From an optimization exercise on the open Yosys and OpenROAD flow, aimed at small area, a short achievable clock period and few clock cycles; shortcuts taken in it are not production practice. Only simulation tests tie the RTL to the original design; equivalence was not proved. No activity file was given, so power comes from the tool's default toggle rates.

## the reference run
// hough_line_sort_merge
module hough_line_sort_merge (
   input  logic        clock,
   input  logic        reset,
   input  logic [31:0] req_tdata,
   input  logic        req_tlast,
   input  logic        req_tvalid,
   output logic        req_tready,
   output logic [31:0] rsp_tdata,
   output logic        rsp_tuser,    
   output logic        rsp_tlast,
   output logic        rsp_tvalid,
   input  logic        rsp_tready,
   input  logic        csr_valid,
   output logic        csr_ready,
   input  logic [hlsm_pkg::CsrIndexWidth-1:0] csr_index,
   input  logic [hlsm_pkg::AngleWidth-1:0]    csr_data
);
Size in the first run: roughly 15000 cells after synthesis, roughly 2600 flip-flops, roughly 92 I/O pins.
Settings: LEC_CHECK=0, CAP_MARGIN=20, CORE_MARGIN=2, CORE_UTILIZATION=55, CTS_CLUSTER_DIAMETER=120, CTS_CLUSTER_SIZE=20, PLACE_DENSITY=0.65, SETUP_SLACK_MARGIN=5, SLEW_MARGIN=20; clock period 8.0 ns.
run.sh (not shown) runs the stock make flow with config.mk's settings and CLKGATE_MAP_FILE= SYNTH_SCRIPT=/design/flow/synth_recipe.tcl, a recipe that flattens the netlist after the stock synthesis.
The reference run was carried through to the last stage, and its layout satisfied the timing, DRC and antenna checks.
Testbench counts of the reference run, summed over its fixed seeds: cycles 15,367.
Here is what was changed in the inputs of the trial run compared with the reference run.
diff --git a/flow/design.v b/flow/design.v
--- a/flow/design.v
+++ b/flow/design.v
@@ -374,25 +374,25 @@
    assign occ_in     = walk_step ? occ_minus : occ_plus;
    assign drop       = (set_count_ff == CW'(N));
    assign advance    = in_valid_ff && (drop || !com_full_ff || walk_step);
    assign com_plus   = com_ff + CW'(advance && !drop);
    assign com_minus  = com_plus - CW'(1);
    assign com_in     = walk_step ? com_minus : com_plus;
    assign req_tready = req_tready_ff;
    assign set_done   = ins_done_ff;
    always_comb begin
       in_valid_in = in_valid_ff && !advance;
       in_line_in  = in_line_ff;
       in_last_in  = in_last_ff;
-      if (req_tready) begin
+      if (!in_valid_ff || advance) begin
          in_valid_in         = req_tvalid;
          in_line_in.distance = req_tdata[DW-1:0];
          in_line_in.angle    = req_tdata[DW+AW-1:DW];
          in_last_in          = req_tlast;
       end
    end
    always_comb begin
       mid_valid_in = advance && !drop;
       mid_line_in  = in_line_ff;
       mid_tag_in   = tag_ff;
       mid_done_in  = advance && in_last_ff;
       ins_valid_in = mid_valid_ff;
==> comparison <==
Between the trial run and the reference run, the cell total after placement is lower for the reference run.
Where global-route wire length before repair is concerned, the reference run is better than the trial run.
Taking the reference run as the reference, in the trial run synthesis-to-finish area growth saw an increase, cell area moved up, wire length has increased, part of the total power dissipated in combinational logic has increased, area used by sequential logic in the layout held.
Testbench counts of the trial run, summed over its fixed seeds: cycles 15,367.

---

Another version of the RTL of hough_line_sort_merge (not shown whole).
Size in the first run: ~15000 cells after synthesis, roughly 2500 flip-flops, about 92 I/O pins, roughly 0.13 mm^2 of cells after synthesis.
Design hough_line_sort_merge, start of the top module:
module hough_line_sort_merge (
   input  logic        clock,
   input  logic        reset,
   input  logic [31:0] req_tdata,
   input  logic        req_tlast,
   input  logic        req_tvalid,
   output logic        req_tready,
   output logic [31:0] rsp_tdata,
   output logic        rsp_tuser,    
   output logic        rsp_tlast,
   output logic        rsp_tvalid,
   input  logic        rsp_tready,
   input  logic        csr_valid,
   output logic        csr_ready,
   input  logic [hlsm_pkg::CsrIndexWidth-1:0] csr_index,
   input  logic [hlsm_pkg::AngleWidth-1:0]    csr_data
);
Settings: LEC_CHECK=0, CAP_MARGIN=20, CORE_MARGIN=2, CORE_UTILIZATION=55, CTS_CLUSTER_DIAMETER=120, CTS_CLUSTER_SIZE=20, PLACE_DENSITY=0.65, SETUP_SLACK_MARGIN=5, SLEW_MARGIN=20; clock period 8.0 ns.
Testbench counts at the start, summed over its fixed seeds: cycles 15,331.
Then changed:
--- a/flow/design.v
+++ b/flow/design.v
@@ -17,18 +17,40 @@
    typedef struct packed {
       logic insert;   
       logic shift;    
    } cell_ctl_type;
    typedef struct packed {
       logic [AngleWidth-1:0] merge_tol;
       logic [AngleWidth-1:0] skip_low;
       logic [AngleWidth-1:0] skip_high;
    } csr_type;
+   function automatic logic [16:0] add17(input logic [16:0] a, input logic [16:0] b,
+                                         input logic cin);
+      logic [16:0] g, p, gg, pp;
+      logic [17:0] c;
+      g  = a & b;
+      p  = a ^ b;
+      gg = g;
+      pp = p;
+      for (int l = 0; l < 5; l++) begin
+         for (int i = 0; i < 17; i++) begin
+            if (((i >> l) & 1) == 1) begin
+               gg[i] = gg[i] | (pp[i] & gg[((i >> l) << l) - 1]);
+               pp[i] = pp[i] & pp[((i >> l) << l) - 1];
+            end
+         end
+      end
+      c[0] = cin;
+      for (int i = 0; i < 17; i++) begin
+         c[i+1] = gg[i] | (pp[i] & cin);
+      end
+      add17 = p ^ c[16:0];
+   endfunction
 endpackage
 module hlsm_cell (
    input  logic                  clock,
    input  hlsm_pkg::cell_ctl_type ctl,
    input  hlsm_pkg::line_type    new_line,       
    input  logic                  new_tag,
    input  logic                  new_ge,         
    input  logic [hlsm_pkg::DistWidth-1:0] cmp_distance,   
    input  hlsm_pkg::line_type    prev_line,
@@ -72,27 +94,27 @@
    assign take_new  = ctl.insert && (ctl.shift ? (keep_out && !next_keep)
                                                : (!keep_out && prev_keep));
    assign load      = ctl.shift ? (!ctl.insert || keep_out) : (ctl.insert && !keep_out);
    assign take_next = ctl.shift && (!ctl.insert || next_keep);
    assign take_prev = ctl.insert && !ctl.shift && !keep_out && !prev_keep;
    assign data_in = ({W{!load}}     & data_ff)
                   | ({W{take_prev}} & {prev_line, prev_tag})
                   | ({W{take_next}} & {next_line, next_tag})
                   | ({W{take_new}}  & {new_line, new_tag});
-   assign ge_in = !load    ? ge_out
-                : take_new  ? new_ge
-                : take_next ? next_ge
-                :             prev_ge;
+   assign ge_in = (!load     && occupied_next && ge_out)
+               || (take_new  && occupied_next && new_ge)
+               || (take_next && occupied_next && next_ge)
+               || (take_prev && occupied_next && prev_ge);
    always_ff @(posedge clock) begin
       data_ff <= data_in;
    end
    always_ff @(posedge clock) begin
-      kept_ff     <= occupied_next && ge_in;
+      kept_ff     <= ge_in;
       complete_ff <= complete_next;
    end
    assign line_out = data_ff[W-1:1];
    assign tag_out  = data_ff[0];
 endmodule
 module hlsm_walk (
    input  logic                 clock,
    input  logic                 reset,
    input  logic                 step,        
@@ -120,19 +142,19 @@
    logic                 run_open_ff, run_open_in;
    logic                 em_valid_ff, em_valid_in;
    hlsm_pkg::line_type   em_line_ff, em_line_in;
    logic                 em_last_ff, em_last_in;
    logic [QN-1:0]        q_valid_ff, q_valid_in;
    logic [QN-1:0][LW-1:0] q_line_ff, q_line_in;    
    logic [QN-1:0]        q_keep_ff, q_keep_in;
    logic [QN-1:0]        q_last_ff, q_last_in;
    logic                 close;
-   logic [AW:0]          angle_sum;
+   logic [AW+1:0]        angle_sum;
    logic signed [DW:0]   dist_sum;
    logic signed [DW:0]   dist_sum1;
    hlsm_pkg::line_type   avg_line;
    logic                 emit;
    hlsm_pkg::line_type   emit_line;
    logic                 em_keep;
    logic                 pop;
    logic                 push;
    function automatic logic diff_below(input logic [AW-1:0] a, input logic [AW-1:0] b,
@@ -157,23 +179,23 @@
       end
    end
    always_ff @(posedge clock) begin
       if (step) begin
          wk_line_ff  <= head_line;
          wk_last_ff  <= last_line;
          wk_close_ff <= close;
       end
    end
-   assign angle_sum = {1'b0, run_angle_ff} + {1'b0, wk_line_ff.angle};
-   assign dist_sum  = {run_distance_ff[DW-1], run_distance_ff}
-                    + {wk_line_ff.distance[DW-1], wk_line_ff.distance};
-   assign dist_sum1 = {run_distance_ff[DW-1], run_distance_ff}
-                    + {wk_line_ff.distance[DW-1], wk_line_ff.distance} + (DW+1)'(1);
+   assign angle_sum = hlsm_pkg::add17({2'b00, run_angle_ff}, {2'b00, wk_line_ff.angle}, 1'b0);
+   assign dist_sum  = hlsm_pkg::add17({run_distance_ff[DW-1], run_distance_ff},
+                                      {wk_line_ff.distance[DW-1], wk_line_ff.distance}, 1'b0);
+   assign dist_sum1 = hlsm_pkg::add17({run_distance_ff[DW-1], run_distance_ff},
+                                      {wk_line_ff.distance[DW-1], wk_line_ff.distance}, 1'b1);
    assign avg_line.distance = dist_sum[DW] ? dist_sum1[DW:1] : dist_sum[DW:1];
    assign avg_line.angle    = angle_sum[AW:1];
    assign emit_line = run_open_ff ? avg_line : wk_line_ff;
    assign emit      = wk_valid_ff && !wk_close_ff;
    always_comb begin
       run_distance_in = run_distance_ff;
       run_angle_in    = run_angle_ff;
       run_open_in     = run_open_ff;
       if (wk_valid_ff) begin
Result:
- sequential share of layout area goes up by 0.69 points
- final area goes down by 1.8%
- clock-buffer cell count goes down by 17
- final cell count goes down by 1.6%
- maximum frequency is about the same
- routed wire length goes down by 5.9%
- setup slack improves by 0.0064 ns
- worst hold slack degrades by 0.0070 ns
- non-clock buffer count goes down by 69
- area after synthesis goes down by 0.63%
- core utilization goes down by 0.94 points
- clock skew goes up by 0.011 ns
- register-to-register slack stays flat
- first-iteration DRC count goes down by 16%
Testbench counts after the change, summed over its fixed seeds: cycles 15,331.

static timing again, ports no longer ideal:
In the flow no input, the clock included, has a driving cell. The finished layouts below were timed again as built, in two steps.
Step 1, drivers: a clkbuf_16 drives clock and a buf_2 each remaining input, both assumed.
Step 2 times the ports against the registers' clock, not the clock port: input delays grow and output delays shrink by t, the midpoint of the rising clock arrivals with the driver on.
Three values: no drivers, after step 1, after step 2; two values: the first two.
| run | shift t [ns] | setup slack, ns | worst register clock-pin slew, ns |
|---|---|---|---|
| the reference run | 0.949 | 4.908 / 4.810 / 4.183 | 0.10 / 0.10 |
| the trial run | 0.936 | 4.788 / 4.788 / 4.278 | 0.10 / 0.10 |
| the first run of note 2 | 0.935 | 4.857 / 4.842 / 4.102 | 0.10 / 0.10 |
| the second run of note 2 | 0.924 | 4.863 / 4.862 / 4.246 | 0.10 / 0.10 |
After both steps setup and hold are still met in every run listed. For the first run of note 2, which loses most, drivers alone change the setup slack by -0.015 ns; drivers and shift together by -0.755 ns.
